Source: an optimization exercise on an open RTL-to-GDS flow (aim: small area, a short achievable clock period and few clock cycles). Production flows keep margins and buffers that such runs may drop.
Function was not checked in any run shown here: the RTL went through the layout flow alone.
Power and IR drop assume default switching activity.

==> flow/design.v <==
`default_nettype none
package octree_pkg;
  typedef logic [16-1:0]   addr_t;
  typedef logic [64-1:0]   word_t;
  typedef logic [3-1:0]  level_t;
  typedef logic [12-1:0]    pos_t;
  typedef logic [12-1:0]   slot_t;
  typedef logic [4-1:0] lod_mask_t;
  typedef enum logic [1:0] {WALK_IDLE, WALK_POP, WALK_READ, WALK_SCAN} walk_state_e;
  typedef enum logic [1:0] {FETCH_IDLE, FETCH_READ, FETCH_WAIT, FETCH_HOLD} fetch_state_e;
endpackage
`default_nettype wire
`timescale 1ns/1ps
`default_nettype none
import octree_pkg::*;
module octree_searcher
(
  input  logic           clk,
  input  logic           rst_n,
  input  logic           start_i,
  input  octree_pkg::lod_mask_t      lod_mask_i,
  output logic           busy_o,
  output logic           done_o,
  output logic           sram_cen_o,
  output octree_pkg::addr_t          sram_addr_o,
  input  octree_pkg::word_t          sram_q_i,
  output octree_pkg::word_t          feature_o,
  output logic           feature_valid_o,
  input  logic           feature_ready_i
);
  function automatic logic [2:0] ffs8(input logic [7:0] m);
    ffs8 = m[0] ? 3'd0 : m[1] ? 3'd1 : m[2] ? 3'd2 : m[3] ? 3'd3 :
           m[4] ? 3'd4 : m[5] ? 3'd5 : m[6] ? 3'd6 : 3'd7;
  endfunction
  logic        s_idle, s_issue, s_data, s_dec, s_done;
  logic        qfeat_q;    
  logic [1:0]  lvl_q;      
  logic [1:0]  dep_q;      
  logic [7:0]  m0_q, m1_q, m2_q;   
  logic [7:0]  cap_q;      
  logic [7:0]  waddr_q;    
  logic [1:0]  wlane_q;    
  logic        fbusy_q;
  logic [7:0]  fa_q;       
  logic [7:0]  frest_q;    
  logic [1:0]  fk_q;       
  logic        freq, ffire, rq_free_q, rq_held_q;
  assign freq  = fbusy_q && !s_issue && !s_idle;
  assign ffire = freq && (!qfeat_q || feature_ready_i);
  assign sram_cen_o  = !(rq_free_q || (rq_held_q && feature_ready_i));
  assign sram_addr_o = (s_issue || s_idle) ? {8'b0, waddr_q} : {5'b0, 1'b1, fa_q, fk_q};
  assign feature_o       = sram_q_i;
  assign feature_valid_o = qfeat_q;
  assign busy_o          = !s_idle;
  assign done_o          = s_done && !fbusy_q && !qfeat_q;
  logic       f_last, f_accept;
  logic [2:0] fn;
  assign f_last   = (fk_q == 2'd3) && (frest_q == 8'd0);
  assign f_accept = !fbusy_q || (ffire && f_last);
  assign fn       = ffs8(frest_q);
  logic [15:0] lane;
  logic [7:0]  cbits, sbits;
  assign lane = sram_q_i[{wlane_q, 4'b0000} +: 16];
  always_comb begin
    for (int i = 0; i < 8; i++) begin
      cbits[i] = lane[2*i];
      sbits[i] = lane[2*i+1];
    end
  end
  logic leaf, any;
  assign leaf = (dep_q == lvl_q);
  assign any  = |cap_q;
  logic [7:0] m0_rest, m1_rest, m2_rest;
  logic       more0, more1, more2;
  assign m0_rest = m0_q & (m0_q - 8'd1);
  assign m1_rest = m1_q & (m1_q - 8'd1);
  assign m2_rest = m2_q & (m2_q - 8'd1);
  assign more0 = |m0_rest;
  assign more1 = |m1_rest;
  assign more2 = |m2_rest;
  logic adv3, adv2, adv1, adv_any;
  assign adv3 = (dep_q == 2'd3) && more2;
  assign adv2 = !adv3 && dep_q[1] && more1;
  assign adv1 = !adv3 && !adv2 && (dep_q != 2'd0) && more0;
  logic [3:0] lod_above;
  logic       has_next_lvl;
  logic [1:0] next_lvl;
  always_comb begin
    for (int i = 0; i < 4; i++) lod_above[i] = lod_mask_i[i] && (2'(i) > lvl_q);
    has_next_lvl = |lod_above;
    next_lvl = lod_above[1] ? 2'd1 : lod_above[2] ? 2'd2 : 2'd3;
  end
  assign adv_any = adv3 || adv2 || adv1 || has_next_lvl;
  logic [9:0] slot_cur, child_slot, sib3_slot, sib2_slot, sib1_slot, adv_slot;
  logic [2:0] ic, p1, n1, n2, n3;
  logic [6:0] inc_lo;
  always_comb begin
    slot_cur = {waddr_q, wlane_q};
    ic = ffs8(cbits);
    p1 = ffs8(m0_q);
    n1 = ffs8(m0_rest);
    n2 = ffs8(m1_rest);
    n3 = ffs8(m2_rest);
    inc_lo     = slot_cur[6:0] + 7'd1;
    child_slot = {(ic == 3'd7) ? inc_lo : slot_cur[6:0], 3'(ic + 3'd1)};
    sib3_slot  = {(n3 == 3'd7) ? slot_cur[9:3] + 7'd1 : slot_cur[9:3], 3'(n3 + 3'd1)};
    sib2_slot  = {3'd0, ({1'b0, p1} + 4'd1) + 4'(n2 == 3'd7), 3'(n2 + 3'd1)};
    sib1_slot  = {6'd0, ({1'b0, n1} + 4'd1)};
    adv_slot   = adv3 ? sib3_slot : adv2 ? sib2_slot : adv1 ? sib1_slot : 10'd0;
  end
  logic fast, dec_desc, dec_hold, dec_adv, adv_go, handoff;
  logic [7:0] hmask;
  logic [2:0] hi;
  assign fast     = s_data && (leaf ? !fbusy_q : (cbits == 8'd0));
  assign dec_desc = s_data && !leaf && (cbits != 8'd0);
  assign dec_hold = s_dec && any && !f_accept;
  assign dec_adv  = s_dec && !dec_hold;
  assign adv_go   = dec_adv || fast;
  assign hmask    = fast ? sbits : cap_q;
  assign handoff  = ((fast && leaf) || (s_dec && f_accept)) && (hmask != 8'd0);
  assign hi       = ffs8(hmask);
  logic [7:0] fa_first, fa_next;
  assign fa_first = {(hi == 3'd7) ? inc_lo[4:0] : slot_cur[4:0], 3'(hi + 3'd1)};
  assign fa_next  = {(fn == 3'd7) ? fa_q[7:3] + 5'd1 : fa_q[7:3], 3'(fn + 3'd1)};
  logic n_issue, n_fbusy, n_qfeat, n_idle;
  always_comb begin
    n_qfeat = ffire || (qfeat_q && !feature_ready_i);
    n_fbusy = fbusy_q;
    if (ffire && f_last) n_fbusy = 1'b0;
    if (handoff) n_fbusy = 1'b1;
    n_issue = s_issue;
    if (s_issue && (!qfeat_q || feature_ready_i)) n_issue = 1'b0;
    if (dec_desc || (adv_go && adv_any)) n_issue = 1'b1;
    n_idle = s_idle;
    if (s_idle && start_i) n_idle = 1'b0;
    if (done_o) n_idle = 1'b1;
  end
  always_ff @(posedge clk or negedge rst_n) begin
    if (!rst_n) begin
      s_idle    <= 1'b1;
      s_issue   <= 1'b0;
      s_data    <= 1'b0;
      s_dec     <= 1'b0;
      s_done    <= 1'b0;
      qfeat_q   <= 1'b0;
      fbusy_q   <= 1'b0;
      fk_q      <= 2'd0;
      waddr_q   <= 8'd0;
      wlane_q   <= 2'd0;
      rq_free_q <= 1'b1;
      rq_held_q <= 1'b0;
    end else begin
      qfeat_q   <= n_qfeat;
      fbusy_q   <= n_fbusy;
      s_issue   <= n_issue;
      s_idle    <= n_idle;
      rq_free_q <= (n_issue || n_fbusy || n_idle) && !n_qfeat;
      rq_held_q <= (n_issue || (n_fbusy && !n_idle)) && n_qfeat;
      if (ffire) fk_q <= fk_q + 2'd1;
      if (s_idle && start_i) begin
        if (lod_mask_i == 4'd0) s_done <= 1'b1;
        else s_data <= 1'b1;
      end
      if (s_issue && (!qfeat_q || feature_ready_i)) s_data <= 1'b1;
      if (s_data) begin
        s_data <= 1'b0;
        s_dec  <= leaf && fbusy_q;
      end
      if (dec_desc) begin
        s_dec   <= 1'b0;
        waddr_q <= child_slot[9:2];
        wlane_q <= child_slot[1:0];
      end
      if (adv_go) begin
        s_dec   <= 1'b0;
        waddr_q <= adv_slot[9:2];
        wlane_q <= adv_slot[1:0];
        if (!adv_any) s_done <= 1'b1;
      end
      if (done_o) begin
        s_done  <= 1'b0;
        waddr_q <= 8'd0;
        wlane_q <= 2'd0;
      end
    end
  end
  always_ff @(posedge clk) begin
    if (s_idle && start_i) begin
      dep_q <= 2'd0;
      lvl_q <= lod_mask_i[0] ? 2'd0 : lod_mask_i[1] ? 2'd1 : lod_mask_i[2] ? 2'd2 : 2'd3;
    end
    if (s_data) cap_q <= sbits;
    if (dec_desc) begin
      dep_q <= dep_q + 2'd1;
      case (dep_q)
        2'd0: m0_q <= cbits;
        2'd1: m1_q <= cbits;
        default: m2_q <= cbits;
      endcase
    end
    if (adv_go) begin
      if (adv3) begin
        m2_q  <= m2_rest;
      end else if (adv2) begin
        dep_q <= 2'd2;
        m1_q  <= m1_rest;
      end else if (adv1) begin
        dep_q <= 2'd1;
        m0_q  <= m0_rest;
      end else begin
        dep_q <= 2'd0;
        lvl_q <= next_lvl;
      end
    end
    if (ffire && (fk_q == 2'd3)) begin
      fa_q    <= fa_next;
      frest_q <= frest_q & (frest_q - 8'd1);
    end
    if (handoff) begin
      fa_q    <= fa_first;
      frest_q <= hmask & (hmask - 8'd1);
    end
  end
endmodule
`default_nettype wire
==> flow/flow/run.sh <==
#!/bin/bash
# Standard ORFS layout, with small buffers on the ports instead of the default choice.
set -euo pipefail
export BUFFER_PORTS_ARGS="-buffer_cell sky130_fd_sc_hd__buf_2"
bash standard.sh > standard_make.log 2>&1
==> flow/standard.sh <==
#!/bin/bash
# synth_recipe.tcl (not shown) runs the flow's synth.tcl, then flattens the netlist and writes it again
# the make line also repeats each setting of config.mk as NAME=value (left out here)
make -C /OpenROAD-flow-scripts/flow DESIGN_CONFIG=/design/flow/config.mk WORK_HOME=/design/flow/orfs CLKGATE_MAP_FILE= SYNTH_SCRIPT=/design/flow/synth_recipe.tcl "${@:-finish}"
==> flow/config.mk <==
export PLATFORM = sky130hd
export DESIGN_NAME = octree_searcher
export DESIGN_NICKNAME = octree_searcher
export VERILOG_FILES = /design/flow/design.v
export SDC_FILE = /design/flow/constraint.sdc
export NUM_CORES = 4
export LEC_CHECK = 0
export ABC_AREA = 1
export CAP_MARGIN = 20
export CORE_MARGIN = 2
export CORE_UTILIZATION = 40
export SETUP_SLACK_MARGIN = 3.25
export SLEW_MARGIN = 20
==> flow/constraint.sdc <==
create_clock -name core_clock -period 6.0 [get_ports {clk}]
set_input_delay 1.2000 -clock core_clock [delete_from_list [all_inputs] [get_ports {clk}]]
set_output_delay 1.2000 -clock core_clock [all_outputs]
set_load 0.01 [all_outputs]
==> results of run 1 <==
==> critical path: stages <==
cell      delay, ns
buf_6          0.09
nand2_1        0.07
nand3_2        0.08
nand2_4        0.13
nand2_4        0.07
nor2_4         0.12
nand2_4        0.10
nand2_8        0.15
nand2_8        0.09
nand2_2        0.11
nand2_2        0.07
nand2_4        0.07
nor2_4         0.04
nand2_4        0.09
nand2_8        0.08
nand2_4        0.09
a21boi_4       0.20
ha_4           0.15
nand3b_1       0.10
nand2_1        0.06
==> layout by cell type, fill, tap and decap left out, types with 7 or more instances in the layout <==
cell	instances
a21oi_1	35
a32o_1	8
buf_2	131
buf_4	50
buf_6	27
clkbuf_16	9
dfrtp_1	18
dfxtp_1	28
edfxtp_1	23
ha_1	14
inv_1	90
nand2_1	176
nand2_2	37
nand2_4	34
nand2_8	7
nand3_1	30
nand3_2	17
nand3_4	7
nor2_1	48
nor2_4	12
nor3_1	7
o211ai_1	9
o21ai_0	56
o21ai_1	16
o21ai_2	7
xnor2_1	7
xor2_1	10
==> through the flow <==
step	cell area [um^2]	std cells	utilization [%]	total power, mW
2_1_floorplan	5930	848	-	2.72
3_3_place_gp	6280	1092	44.9	3.23
3_5_place_dp	6280	1092	44.9	3.24
4_1_cts	7100	1140	50.7	4.11
5_1_grt	7820	1173	55.9	5.00
6_report	7820	1173	55.9	4.61
==> synthesized netlist by cell type (2+ instances only) <==
cell type    n  area share [%]
a21oi_1     39             3.4
nand2_2     11             1.2
nand2_4      4            0.78
o21ai_1      5            0.43
a31oi_1      6            0.65
dfrtp_1     19             8.2
nand2_1    233              15
nor2_4       3            0.58
inv_2        4            0.26
nand4_1      5            0.54
nor2_2       4            0.43
nand3_2      2            0.35
xnor2_1      7             1.1
inv_1       94             6.1
o21a_1       3            0.39
nand3_1     52             4.5
dfstp_2      2            0.91
o22ai_1      5            0.54
o211ai_1     9             1.2
nor3_1       9            0.78
buf_6        3            0.58
nor4_1       3            0.32
dfxtp_1     28             9.7
xor2_1      10             1.5
edfxtp_1    23              12
a211oi_1     2            0.26
buf_2        5            0.43
clkbuf_1     7            0.45
o21ai_0     74             6.4
or2_2        3            0.32
a32o_1       8             1.4
inv_4        3            0.32
ha_1        17             3.7
nor2_1      53             3.4
a22oi_1      3            0.39
buf_4       72             9.3
==> routing by layer <==
metal	wire (um)	global-route usage, %
met5	0	0
met3	646	4.22
met2	8820	35.8
met4	473	7.07
met1	7440	26.2
==> cell type report <==
| type | count | area, um^2 | area share [%] |
|---|---|---|---|
| well taps | 180 | 225 | 2.88 |
| clock buffers | 12 | 236 | 3.02 |
| flip-flops and latches | 72 | 1780 | 22.8 |
| clock inverters | 4 | 21.3 | 0.272 |
| inverters | 101 | 414 | 5.30 |
| multi-input cells | 593 | 3750 | 48.0 |
| repair buffers | 211 | 1390 | 17.8 |
==> flip-flops by register name (all words and copies together) (netlist names) <==
register and flops:
fbusy_q 1, dep_q 2, cap_q 8, m0_q 8
frest_q 7, m2_q 8, s_done 1, fa_q 8
s_dec 1, s_idle 1, wlane_q 2, m1_q 8
qfeat_q 1, rq_held_q 1, waddr_q 8, fk_q 2
lvl_q 2, s_data 1, s_issue 1, rq_free_q 1
==> power by group <==
| part | leakage [nW] | internal, mW | total, mW | switching, mW |
|---|---|---|---|---|
| sequential | 0.695 | 0.782 | 0.996 | 0.214 |
| clock | 0.124 | 0.277 | 0.485 | 0.208 |
| combinational | 2.97 | 1.22 | 3.13 | 1.91 |
==> worst max-delay path by stage <==
stage / slack [ns] / to / cells after the start
after floorplan: 2.86 / fa_q[2] / 19
after global placement: 2.46 / fa_q[2] / 20
after detailed placement: 2.41 / fa_q[2] / 20
after CTS: 3.02 / fa_q[2] / 20
after global routing: 2.80 / fa_q[2] / 20
final: 2.92 / fa_q[2] / 20
==> cells by family (layout without fill, tap and decap cells) <==
kind of cell / count (synthesis) / count (layout) / synth area share, %
and+or+nand+nor: 388 / 393 / 29.4
buffers and inverters: 188 / 328 / 17.5
AOI/OAI and AO/OA: 160 / 160 / 15.8
DFF: 72 / 72 / 30.8
adders and majority gates: 17 / 17 / 3.68
xor gates and xnor gates: 17 / 17 / 2.58
other: 1 / 5 / 0.0649
muxes: 1 / 1 / 0.195
==> what timing repair did <==
item	in CTS	in global routing
pin swaps	41	61
hold buffers	0	0
setup buffers	28	32
endpoints found under the setup margin	71	77
resized for setup	74	117
endpoints found under the hold margin	0	0
gates cloned	4	1
==> results.json, run 1 <==
{
  "diodes": 0,
  "worstSetupStartpointType": "input port",
  "slew_headroom_pct": 48.0,
  "syn_inst": 844,
  "fp-row-count": 43,
  "power.leakage_nw": 3.79,
  "ff2ff_path_depth": 22,
  "irDropWorstVdd_v": 0.000259,
  "worst_setup_path_end_kind": "flip-flop",
  "post-route-drc-count": 0,
  "fin_nets": 1077,
  "pre_cts_slack_ns": 2.41,
  "layout-drive-gt1-share_pct": 38.0,
  "ys_ff_latch": 72,
  "cts_tree": "built",
  "setup_ws_ns": 2.92,
  "via_count": 5953,
  "syn2layout_area_growth_pct": 35.3,
  "ys_types": 50,
  "grt_setup_unrepaired": "true",
  "start_util_pct": 41.3,
  "reg2reg_to": "fa_q[2]",
  "dp_hpwl_um": 12000,
  "cts.htree.levels": 3,
  "worstPathRequired_ns": 6.10,
  "setup_viol": 0,
  "fin_tns_setup_ns": 0,
  "drt-pass1-iter-count": 5,
  "status": "timing/DRC/antenna clean",
  "hold_path_end": "m0_q[6]",
  "finalHoldViolations": 0,
  "dr.first_iter.drc_count": 345,
  "cp_max_fo": 7,
  "drtAntennaViolNets": 0,
  "r2r-start": "wlane_q[0]",
  "critPathKind": "input port to flip-flop",
  "clkTransAtPathRegs_ns": 0.05,
  "track_usage_pct": 20.9,
  "max_freq_ghz": 0.325,
  "core_area_um2": 14000,
  "postRouteWirelength_um": 17400,
  "ys.warnings.count": 1,
  "cts-root-buf": "clkbuf_16",
  "vias_per_cell": 5.08,
  "power_density_nw_per_um2": 589,
  "worst_slew_pin_slew_ns": 0.771,
  "die-area_um2": 15400,
  "grt_max_degree": 36,
  "overflow": 0,
  "portBuffers": 150,
  "seq_area_frac_synth_pct": 30.8,
  "synth_flop_cell": "dfxtp_1",
  "die_h_um": 124,
  "grt_first_pass_wirelength_um": 26500,
  "clock_sinks": 72,
  "period_share_pct": 51.4,
  "fin_crit_ns": 3.08,
  "holdCritPathClass": "flip-flop to flip-flop",
  "critPathLaunch": "sram_q_i[56]",
  "worst_ep_arrival_time_ns": 3.18,
  "clkLatencyLatePin_ns": 0.35,
  "post_drt_wl_per_cell_um": 14.8,
  "slew_violations": 0,
  "async_flop_share_pct": 29.2,
  "first_global_vias": 5430,
  "hold_path_startpoint": "m0_q[6]",
  "io_pins": 156,
  "cts_buffers": 9,
  "syn_area_per_cell_um2": 6.85,
  "cts_buffer_depth": 2,
  "rrSetupSlack_ns": 3.02,
  "antenna_found_initial": 0,
  "cap_viol_max_count": 0,
  "fillers": 1302,
  "hold_ws_ns": 0.498,
  "die_w_um": 124,
  "hold_depth": 2,
  "gp_congestion": 0.886,
  "synthesis.area_um2": 5780,
  "skew_ns": 0.00988,
  "synth_edf_count": 23
}
==> run 2, diff against run 1 <==
--- a/flow/design.v
+++ b/flow/design.v
@@ -111,13 +111,13 @@
   logic fast, dec_desc, dec_hold, dec_adv, adv_go, handoff;
   logic [7:0] hmask;
   logic [2:0] hi;
-  assign fast     = s_data && (leaf ? !fbusy_q : (cbits == 8'd0));
+  assign fast     = s_data && !leaf && (cbits == 8'd0);
   assign dec_desc = s_data && !leaf && (cbits != 8'd0);
   assign dec_hold = s_dec && any && !f_accept;
   assign dec_adv  = s_dec && !dec_hold;
   assign adv_go   = dec_adv || fast;
-  assign hmask    = fast ? sbits : cap_q;
-  assign handoff  = ((fast && leaf) || (s_dec && f_accept)) && (hmask != 8'd0);
+  assign hmask    = cap_q;
+  assign handoff  = s_dec && f_accept && (hmask != 8'd0);
   assign hi       = ffs8(hmask);
   logic [7:0] fa_first, fa_next;
   assign fa_first = {(hi == 3'd7) ? inc_lo[4:0] : slot_cur[4:0], 3'(hi + 3'd1)};
@@ -164,7 +164,7 @@
       if (s_issue && (!qfeat_q || feature_ready_i)) s_data <= 1'b1;
       if (s_data) begin
         s_data <= 1'b0;
-        s_dec  <= leaf && fbusy_q;
+        s_dec  <= leaf;
       end
       if (dec_desc) begin
         s_dec   <= 1'b0;
==> results.json, run 2 <==
{
  "critPathKind": "input port to output pin",
  "dpl-instance-area_um2": 6250,
  "ff_latch_area_um2": 1780,
  "seq_area_frac_synth_pct": 30.1,
  "hold_depth": 2,
  "rrSetupSlack_ns": 3.49,
  "cap_viol_max_count": 0,
  "fin_crit_ns": 2.73,
  "worst_slew_pin_slew_ns": 0.718,
  "pre_cts_slack_ns": 2.71,
  "fillers": 1490,
  "drtAntennaViolNets": 0,
  "synth_top_family_by_area": "simple AND/OR/NAND/NOR gates",
  "postRouteWirelength_um": 15100,
  "synth_compound_area_share_pct": 14.2,
  "drt-pass1-iter-count": 5,
  "die-area_um2": 15800,
  "post-route-drc-count": 0,
  "total_power_mw": 3.70,
  "cts_tree": "built",
  "first_global_vias": 5085,
  "wl_met2_um": 6900,
  "mostFrequentLayoutCells": "214 x nand2_1, 149 x buf_2, 105 x nor2_1",
  "cts.htree.levels": 3,
  "portBuffers": 150,
  "layout-drive-gt1-share_pct": 28.1,
  "start_util_pct": 40.9,
  "final_common_cell": "nand2_1",
  "antenna_found_initial": 0,
  "grt_max_degree": 35,
  "dr_wl_met3_um": 671,
  "setup_viol": 0,
  "ys_top_cells_by_count": "220 x nand2_1, 108 x nor2_1, 75 x inv_1, 71 x buf_4, 68 x o21ai_0",
  "syn2layout_area_growth_pct": 15.3,
  "syn_area_per_cell_um2": 6.87,
  "cts-root-buf": "clkbuf_16",
  "diodes": 0,
  "gp_congestion": 0.871,
  "power.leakage_nw": 3.43,
  "worstSetupStartpointType": "input port",
  "reg2reg_to": "waddr_q[2]",
  "multiInputGateArea_um2": 3250,
  "m1WireLength_um": 7360,
  "holdCritPathClass": "flip-flop to flip-flop",
  "clkTransAtPathRegs_ns": 0.06,
  "synth_area_leaders": "nand2_1 14%, edfxtp_1 12%, dfxtp_1 9.5%",
  "ys_ff_latch": 72,
  "period_share_pct": 45.6,
  "async_flop_share_pct": 29.2,
  "fin_nets": 1044,
  "setup_ws_ns": 3.27,
  "max_freq_ghz": 0.366,
  "vias_per_cell": 4.92,
  "post_drt_wl_per_cell_um": 13.2,
  "io_pins": 156,
  "ys_types": 48,
  "die_h_um": 126,
  "grt_setup_unrepaired": "false",
  "yosysMostFrequentCell": "nand2_1",
  "cp_max_fo": 2,
  "cts_buffer_depth": 2,
  "slew_violations": 0,
  "synthSimpleGateAreaFrac_pct": 32.1,
  "clkLatencyLatePin_ns": 0.35,
  "irDropWorstVdd_v": 0.000214,
  "synth_edf_count": 23,
  "synthMuxAreaShare_pct": 0.190,
  "r2r-start": "wlane_q[0]",
  "via_count": 5633,
  "cts_buffers": 9,
  "synth_fa_ha_area_share_pct": 3.59,
  "dp_hpwl_um": 11800,
  "synth_flop_cell": "dfxtp_1",
  "grt_first_pass_wirelength_um": 24800,
  "worstPathRequired_ns": 4.80,
  "dr.first_iter.drc_count": 304,
  "yosys.area_share.xor_xnor_pct": 2.52,
  "skew_ns": 0.00793,
  "synth_top_cell_area_share_pct": 14.0,
  "syn_inst": 862,
  "highest_layer": "met4",
  "ys.warnings.count": 1,
  "core_area_um2": 14500,
  "ff2ff_path_depth": 22,
  "final_cell_area_um2": 6820,
  "track_usage_pct": 19.3,
  "power_density_nw_per_um2": 542,
  "status": "timing/DRC/antenna clean",
  "finalHoldViolations": 0,
  "overflow": 0,
  "worst_ep_arrival_time_ns": 1.53,
  "hold_path_startpoint": "m0_q[7]",
  "slew_headroom_pct": 51.7,
  "fp-row-count": 44,
  "hold_path_end": "m0_q[7]",
  "synthesis.area_um2": 5920,
  "fin_tns_setup_ns": 0,
  "die_w_um": 126,
  "worst_setup_path_end_kind": "output pin",
  "clock_sinks": 72,
  "synth_top_area_cell": "nand2_1"
}
-- run 2: cell count changes after synthesis, sizes merged, moves of 5 or more --
cell,previous run,this run
nor2,60,112
a21oi,39,18
inv,101,81
o21ai,79,95
a32o,8,0
nand3,54,60
buf,80,85
o22ai,5,10
-- run 2: area by class of cell --
type	count	share of cell area, %
inverters	82	4.73
multi-input cells	618	47.7
well taps	184	3.37
clock inverters	7	1.14
flip-flops and latches	72	26.1
clock buffers	9	3.30
repair buffers	172	13.7
-- run 2: stage by stage --
step	hold slack, ns	util [%]	std cells
detailed placement	0.452	43.2	1108
global placement	0.444	43.2	1108
finish	0.461	47.1	1144
floorplan	0.428	-	866
CTS	0.467	45.5	1126
global route	0.533	47.1	1144
-- run 2: logic make-up (layout without fill, tap and decap cells) --
logic type / Yosys count / after routing
AO/OA/AOI/OAI: 145 / 145
XOR/XNOR: 17 / 17
adder cells (fa/ha/maj): 17 / 17
buffers and inverters: 176 / 270
flip-flops: 72 / 72
multiplexers: 1 / 1
other: 1 / 5
AND/OR/NAND/NOR: 433 / 433
-- run 2: how the worst max path moves through the flow --
| stage | from | end | slack, ns | cells after the start |
|---|---|---|---|---|
| global route | sram_q_i[26] | waddr_q[3] | 3.24 | 19 |
| global placement | feature_ready_i | fa_q[2] | 2.76 | 13 |
| CTS | feature_ready_i | sram_cen_o | 3.26 | 3 |
| finish | feature_ready_i | sram_cen_o | 3.27 | 3 |
| detailed placement | feature_ready_i | fa_q[2] | 2.71 | 13 |
| floorplan | sram_q_i[42] | waddr_q[6] | 3.23 | 18 |
-- run 2: timing repair --
| item | 4_1_cts | 5_1_grt |
|---|---|---|
| buffers inserted | 2 | 18 |
| gates resized for setup | 4 | 28 |
| hold endpoints to repair | 0 | 0 |
| hold buffers | 0 | 0 |
| endpoints found under the setup margin | 10 | 40 |
| pin swaps | 0 | 12 |
-- run 2: power breakdown --
part,total (mW),internal [mW],switching (mW)
Sequential,0.965,0.748,0.217
Combinational,2.18,0.806,1.37
Clock,0.552,0.327,0.225
Total,3.70,1.88,1.81
-- run 2: critical path: stages --
cell and delay (ns):
buf_6 0.09, a21oi_2 0.11, buf_2 0.13
-- run 2: routing by layer --
layer  GRT usage (%)  vias up
met5               0        -
met4            5.29        0
met3            4.12       15
met2            30.4      140
met1            26.8     2570
li1                -     2908

[static timing again, ports no longer ideal]
Ports are ideal in the flow. The routed layouts listed here were re-timed in OpenROAD.
Step 1 assumes that a clkbuf_16 drives the clock port and a buf_2 every other input.
Step 2 moves the port delays by t, midway between the first and last clock arrival at a register: inputs arrive t later, outputs are due t later. That takes back most of the time a late clock gives input paths.
Slacks: ideal ports / drivers / drivers and shift; pairs: ideal ports / drivers.
| run | t, ns | setup slack, ns | clock arrival spread, ns | slew at the worst register clock pin (ns) |
|---|---|---|---|---|
| run 1 | 0.386 | 2.919 / 2.924 / 2.538 | 0.010 / 0.010 | 0.06 / 0.06 |
| run 2 | 0.385 | 3.266 / 3.234 / 2.998 | 0.008 / 0.008 | 0.06 / 0.06 |
After both steps setup and hold are still met in every run listed. For run 1, which loses most, drivers alone change the setup slack by +0.005 ns; drivers and shift together by -0.381 ns.
